From an optimization exercise on the open Yosys and OpenROAD flow, aimed at small area and a short achievable clock period; shortcuts taken in it are not production practice. The RTL was checked by simulation tests, not by an equivalence proof against the original design. The clock port is modelled as an ideal driver; clocking choices that lean on that would not hold on a real chip. Power is estimated from default activity; no workload was simulated.

exp/willow:
==> flow/design.v (excerpt) <==
module param_dual_port_ram #(
  parameter int DATA_WIDTH = 8,
  parameter int ADDR_WIDTH = 8,
  parameter int RDW_MODE   = 0,
  parameter int OUT_REG    = 0
) (
  input  logic                  clk,
  input  logic                  rst,
  input  logic                  wr,
  input  logic [ADDR_WIDTH-1:0] wr_addr,
  input  logic [DATA_WIDTH-1:0] d_in,
  input  logic                  rd,
  input  logic [ADDR_WIDTH-1:0] rd_addr,
  output logic [DATA_WIDTH-1:0] d_out,
  output logic                  rd_valid,
  output logic                  busy
);
For scale: ~4,500 cells after synthesis, about 2,300 flip-flops, about 38 I/O pins, about 84,000 um2 of cells after synthesis.
==> module param_dual_port_ram, before the edit <==
module param_dual_port_ram #(
  parameter int DATA_WIDTH = 8,
  parameter int ADDR_WIDTH = 8,
  parameter int RDW_MODE   = 0,
  parameter int OUT_REG    = 0
) (
  input  logic                  clk,
  input  logic                  rst,
  input  logic                  wr,
  input  logic [ADDR_WIDTH-1:0] wr_addr,
  input  logic [DATA_WIDTH-1:0] d_in,
  input  logic                  rd,
  input  logic [ADDR_WIDTH-1:0] rd_addr,
  output logic [DATA_WIDTH-1:0] d_out,
  output logic                  rd_valid,
  output logic                  busy
);
  localparam int DEPTH = 1 << ADDR_WIDTH;
  localparam int W = DATA_WIDTH;
  localparam int LB = 4;                 
  localparam int NC = 1 << LB;           
  localparam int HB = ADDR_WIDTH - LB;   
  localparam int NGW = 1 << HB;          
  logic [W-1:0]          mem [DEPTH];
  logic                  busy_q;
  logic [NGW-1:0]        wh_n;             
  logic [NC-1:0]         wl_n;             
  logic [W-1:0]          wd_q;             
  logic [W-1:0]          cand_n [NC];     
  logic [NC-1:0]         rl_n;             
  logic                  hit;
  logic [W-1:0]          byp;
  logic [W-1:0]          r2;
  logic                  v1, v2;
  always_ff @(posedge clk)
    if (rst) begin
      busy_q <= 1'b1;
      wh_n   <= {{(NGW-1){1'b1}}, 1'b0};
      wl_n   <= {{(NC-1){1'b1}}, 1'b0};
      wd_q   <= '0;
    end else if (busy_q) begin
      busy_q <= wh_n[NGW-1] | wl_n[NC-1];
      wl_n   <= {wl_n[NC-2:0], wl_n[NC-1]};
      if (!wl_n[NC-1]) wh_n <= {wh_n[NGW-2:0], wh_n[NGW-1]};
      wd_q   <= '0;
    end else begin
      for (int g = 0; g < NGW; g++) wh_n[g] <= !wr || wr_addr[ADDR_WIDTH-1:LB] != HB'(g);
      for (int k = 0; k < NC; k++) wl_n[k] <= wr_addr[LB-1:0] != LB'(k);
      wd_q   <= d_in;
    end
  always_ff @(posedge clk)
    for (int i = 0; i < DEPTH; i++)
      if (!(wh_n[i / NC] || wl_n[i % NC])) mem[i] <= wd_q;
  localparam int NG = DEPTH / NC;
  logic [NG-1:0] gsel;
  logic [W-1:0]  cand_nd [NC];
  always_comb
    for (int g = 0; g < NG; g++) gsel[g] = rd_addr[ADDR_WIDTH-1:LB] == (ADDR_WIDTH-LB)'(g);
  for (genvar k = 0; k < NC; k++) begin : g_cand
    for (genvar b = 0; b < W; b++) begin : g_bit
      logic [NG/2-1:0] n1;
      logic [NG/8-1:0] n2;
      for (genvar p = 0; p < NG / 2; p++) begin : g_p
        param_dual_port_ram_aoi22 u_aoi (
          .a(gsel[2*p]), .b(mem[(2*p)*NC + k][b]),
          .c(gsel[2*p+1]), .d(mem[(2*p+1)*NC + k][b]), .y(n1[p]));
      end
      for (genvar q = 0; q < NG / 8; q++) begin : g_q
        param_dual_port_ram_nand4 u_nand (.a(n1[4*q +: 4]), .y(n2[q]));
      end
      param_dual_port_ram_nor2 u_nor (.a(n2), .y(cand_nd[k][b]));
    end
  end
  logic hit_d;
  always_comb hit_d = !(wh_n[rd_addr[ADDR_WIDTH-1:LB]] || wl_n[rd_addr[LB-1:0]]);
  logic [W-1:0] rsel;
  for (genvar b = 0; b < W; b++) begin : g_sel
    logic [NC-1:0]   t;      
    logic [NC/2-1:0] u1;     
    logic [NC/4-1:0] u2;     
    logic [NC/8-1:0] u3;     
    for (genvar k = 0; k < NC; k++) begin : g_t
      param_dual_port_ram_nor2 u_t (.a({rl_n[k], cand_n[k][b]}), .y(t[k]));
    end
    for (genvar j = 0; j < NC / 2; j++) begin : g_u1
      param_dual_port_ram_nor2 u_u1 (.a(t[2*j +: 2]), .y(u1[j]));
    end
    for (genvar j = 0; j < NC / 4; j++) begin : g_u2
      param_dual_port_ram_nand2 u_u2 (.a(u1[2*j +: 2]), .y(u2[j]));
    end
    for (genvar j = 0; j < NC / 8; j++) begin : g_u3
      param_dual_port_ram_nor2 u_u3 (.a(u2[2*j +: 2]), .y(u3[j]));
    end
    param_dual_port_ram_nand2 u_s (.a(u3), .y(rsel[b]));
  end
  always_ff @(posedge clk) begin
    for (int k = 0; k < NC; k++) cand_n[k] <= cand_nd[k];
    for (int k = 0; k < NC; k++) rl_n[k] <= hit_d || rd_addr[LB-1:0] != LB'(k);
    hit   <= hit_d;
    byp   <= wd_q;
  end
  always_ff @(posedge clk)
    if (rst) begin
      v1 <= 1'b0;
      v2 <= 1'b0;
      r2 <= '0;
    end else begin
      v1 <= rd & ~busy_q;
      v2 <= v1;
      if (v1) r2 <= rsel | (byp & {W{hit}});
    end
  assign busy     = busy_q;
  assign d_out    = r2;
  assign rd_valid = v2;
endmodule
==> module param_dual_port_ram_nand2, before the edit <==
module param_dual_port_ram_nand2 (
  input  logic [1:0] a,
  output logic       y
);
  assign y = ~&a;
endmodule
export LEC_CHECK = 0
export CAP_MARGIN = 20
export CORE_MARGIN = 2
export CORE_UTILIZATION = 45
export CTS_CLUSTER_DIAMETER = 100
export CTS_CLUSTER_SIZE = 26
export SETUP_SLACK_MARGIN = 2.2
export SLEW_MARGIN = 20
export SYNTH_HIERARCHICAL = 1
export SYNTH_MINIMUM_KEEP_SIZE = 0
create_clock -name core_clock -period 4.0 [get_ports {clk}]
standard.sh (not shown) runs the stock make flow with config.mk's settings and CLKGATE_MAP_FILE= SYNTH_SCRIPT=/design/flow/synth_recipe.tcl, a recipe that flattens the netlist after the stock synthesis.
==> flow/flow/run.sh <==
#!/bin/bash
# The standard layout, with two hooks: at the end of the floorplan step
# flow/post_floorplan.tcl sets the read mux's AOI cells to their smallest
# drive, and at the end of the CTS step flow/post_cts.tcl rebuilds the top of
# the clock tree with fewer buffer levels. make's full output goes to
# make.log in the work folder; ORFS keeps each step's log under orfs/logs/.
set -euo pipefail
work=$(pwd)
bash standard.sh POST_FLOORPLAN_TCL="$work/flow/post_floorplan.tcl" POST_CTS_TCL="$work/flow/post_cts.tcl" finish > "$work/make.log" 2>&1
Other scripts of this flow, unchanged in this note and not shown: flow/flow/flatten_tree.tcl, flow/flow/post_cts.tcl, flow/flow/post_floorplan.tcl
## Diff of input files: exp/onyx against exp/willow
==> flow/design.v <==
module param_dual_port_ram #(
  parameter int DATA_WIDTH = 8,
  parameter int ADDR_WIDTH = 8,
  parameter int RDW_MODE   = 0,
  parameter int OUT_REG    = 0
) (
  input  logic                  clk,
  input  logic                  rst,
  input  logic                  wr,
  input  logic [ADDR_WIDTH-1:0] wr_addr,
  input  logic [DATA_WIDTH-1:0] d_in,
  input  logic                  rd,
  input  logic [ADDR_WIDTH-1:0] rd_addr,
  output logic [DATA_WIDTH-1:0] d_out,
  output logic                  rd_valid,
  output logic                  busy
);
  localparam int DEPTH = 1 << ADDR_WIDTH;
  localparam int W = DATA_WIDTH;
  localparam int LB = 4;             
  localparam int NC = 1 << LB;       
  logic [W-1:0]          mem [DEPTH];
  logic                  busy_q;
  localparam int HB = ADDR_WIDTH - LB;   
  localparam int NGW = 1 << HB;
  logic [NGW-1:0]        wh_q;             
  logic [NC-1:0]         wl_q;             
  logic [W-1:0]          wd_q;             
  logic [W-1:0]          cand_n [NC];     
  logic [NC-1:0]         rl_n;             
  logic                  hit;
  logic [W-1:0]          byp;
  logic [W-1:0]          r2;
  logic                  v1, v2;
  always_ff @(posedge clk)
    if (rst) begin
      busy_q <= 1'b1;
      wh_q   <= NGW'(1);
      wl_q   <= NC'(1);
      wd_q   <= '0;
    end else if (busy_q) begin
      busy_q <= ~(wh_q[NGW-1] & wl_q[NC-1]);
      wl_q   <= {wl_q[NC-2:0], wl_q[NC-1]};
      if (wl_q[NC-1]) wh_q <= {wh_q[NGW-2:0], wh_q[NGW-1]};
      wd_q   <= '0;
    end else begin
      for (int g = 0; g < NGW; g++) wh_q[g] <= wr && wr_addr[ADDR_WIDTH-1:LB] == HB'(g);
      for (int k = 0; k < NC; k++) wl_q[k] <= wr_addr[LB-1:0] == LB'(k);
      wd_q   <= d_in;
    end
  always_ff @(posedge clk)
    for (int i = 0; i < DEPTH; i++)
      if (wh_q[i / NC] && wl_q[i % NC]) mem[i] <= wd_q;
  localparam int NG = DEPTH / NC;
  logic [NG-1:0] gsel;
  logic [W-1:0]  cand_nd [NC];
  always_comb
    for (int g = 0; g < NG; g++) gsel[g] = rd_addr[ADDR_WIDTH-1:LB] == (ADDR_WIDTH-LB)'(g);
  for (genvar k = 0; k < NC; k++) begin : g_cand
    for (genvar b = 0; b < W; b++) begin : g_bit
      logic [NG/2-1:0] n1;
      logic [NG/8-1:0] n2;
      for (genvar p = 0; p < NG / 2; p++) begin : g_p
        param_dual_port_ram_aoi22 u_aoi (
          .a(gsel[2*p]), .b(mem[(2*p)*NC + k][b]),
          .c(gsel[2*p+1]), .d(mem[(2*p+1)*NC + k][b]), .y(n1[p]));
      end
      for (genvar q = 0; q < NG / 8; q++) begin : g_q
        param_dual_port_ram_nand4 u_nand (.a(n1[4*q +: 4]), .y(n2[q]));
      end
      param_dual_port_ram_nor2 u_nor (.a(n2), .y(cand_nd[k][b]));
    end
  end
  logic hit_d;
  always_comb hit_d = wh_q[rd_addr[ADDR_WIDTH-1:LB]] && wl_q[rd_addr[LB-1:0]];
  logic [W-1:0] rsel;
  for (genvar b = 0; b < W; b++) begin : g_sel
    logic [NC-1:0]   t;
    logic [NC/4-1:0] u;
    for (genvar k = 0; k < NC; k++) begin : g_t
      param_dual_port_ram_nor2 u_t (.a({rl_n[k], cand_n[k][b]}), .y(t[k]));
    end
    for (genvar q = 0; q < NC / 4; q++) begin : g_u
      param_dual_port_ram_nor4 u_u (.a(t[4*q +: 4]), .y(u[q]));
    end
    param_dual_port_ram_nand4 u_s (.a(u), .y(rsel[b]));
  end
  always_ff @(posedge clk) begin
    for (int k = 0; k < NC; k++) cand_n[k] <= cand_nd[k];
    for (int k = 0; k < NC; k++) rl_n[k] <= hit_d || rd_addr[LB-1:0] != LB'(k);
    hit   <= hit_d;
    byp   <= wd_q;
  end
  always_ff @(posedge clk)
    if (rst) begin
      v1 <= 1'b0;
      v2 <= 1'b0;
      r2 <= '0;
    end else begin
      v1 <= rd & ~busy_q;
      v2 <= v1;
      if (v1) r2 <= rsel | (byp & {W{hit}});
    end
  assign busy     = busy_q;
  assign d_out    = r2;
  assign rd_valid = v2;
endmodule
module param_dual_port_ram_aoi22 (
  input  logic a, b, c, d,
  output logic y
);
  assign y = ~(a & b | c & d);
endmodule
module param_dual_port_ram_nand4 (
  input  logic [3:0] a,
  output logic       y
);
  assign y = ~&a;
endmodule
module param_dual_port_ram_nor2 (
  input  logic [1:0] a,
  output logic       y
);
  assign y = ~|a;
endmodule
module param_dual_port_ram_nor4 (
  input  logic [3:0] a,
  output logic       y
);
  assign y = ~|a;
endmodule
Notes after the runs:
sky130_fd_sc_hd__o211ai_1 as the slowest cell on the critical path was reported by exp/willow, and sky130_fd_sc_hd__nor4_4 by exp/onyx.
[compare] base=exp/willow new=exp/onyx: proportion of layout cells with a drive suffix above 1 went down 6.9 points, share of the clock period used by the worst path after layout shows a reduction of 3.3 points, power per unit of standard cell area has increased, wire length of the first global-routing pass went down about 8%, global placement routability congestion went down by 2.3%.
Part of the power in combinational logic, exp/willow and exp/onyx: smaller value in exp/onyx
Going from exp/willow to exp/onyx, area used by sequential logic in the layout shows no meaningful change; die area has increased; number of vias after detailed routing saw a decrease; power has decreased; utilization lost 1.9 points.

-- static timing again, ports no longer ideal --
The flow's constraints put no driver on any port. The routed layouts listed below were extracted and timed again, unchanged, in two steps.
Step 1 (the two cells are an assumption about what drives the block):
set clk [get_ports {clk}]
set_driving_cell -lib_cell sky130_fd_sc_hd__clkbuf_16 $clk
set_driving_cell -lib_cell sky130_fd_sc_hd__buf_2 [delete_from_list [all_inputs] $clk]
Step 2 times the ports against the registers' clock, not the clock port: input delays grow and output delays shrink by t, the midpoint of the rising clock arrivals with the driver on.
Three values: ideal, step 1, step 2; two values: the first two.
run	shift t [ns]	slack for setup (ns)	clock arrival spread, ns	worst slew at a driven data input, ns
exp/willow	0.800	1.881 / 1.822 / 1.102	0.060 / 0.060	0.17
exp/onyx	0.783	2.015 / 1.947 / 1.486	0.044 / 0.044	0.10
After both steps every run listed still meets setup and hold. The setup slack of exp/willow, which loses most, moves by -0.059 ns with the drivers and by -0.779 ns with both steps.
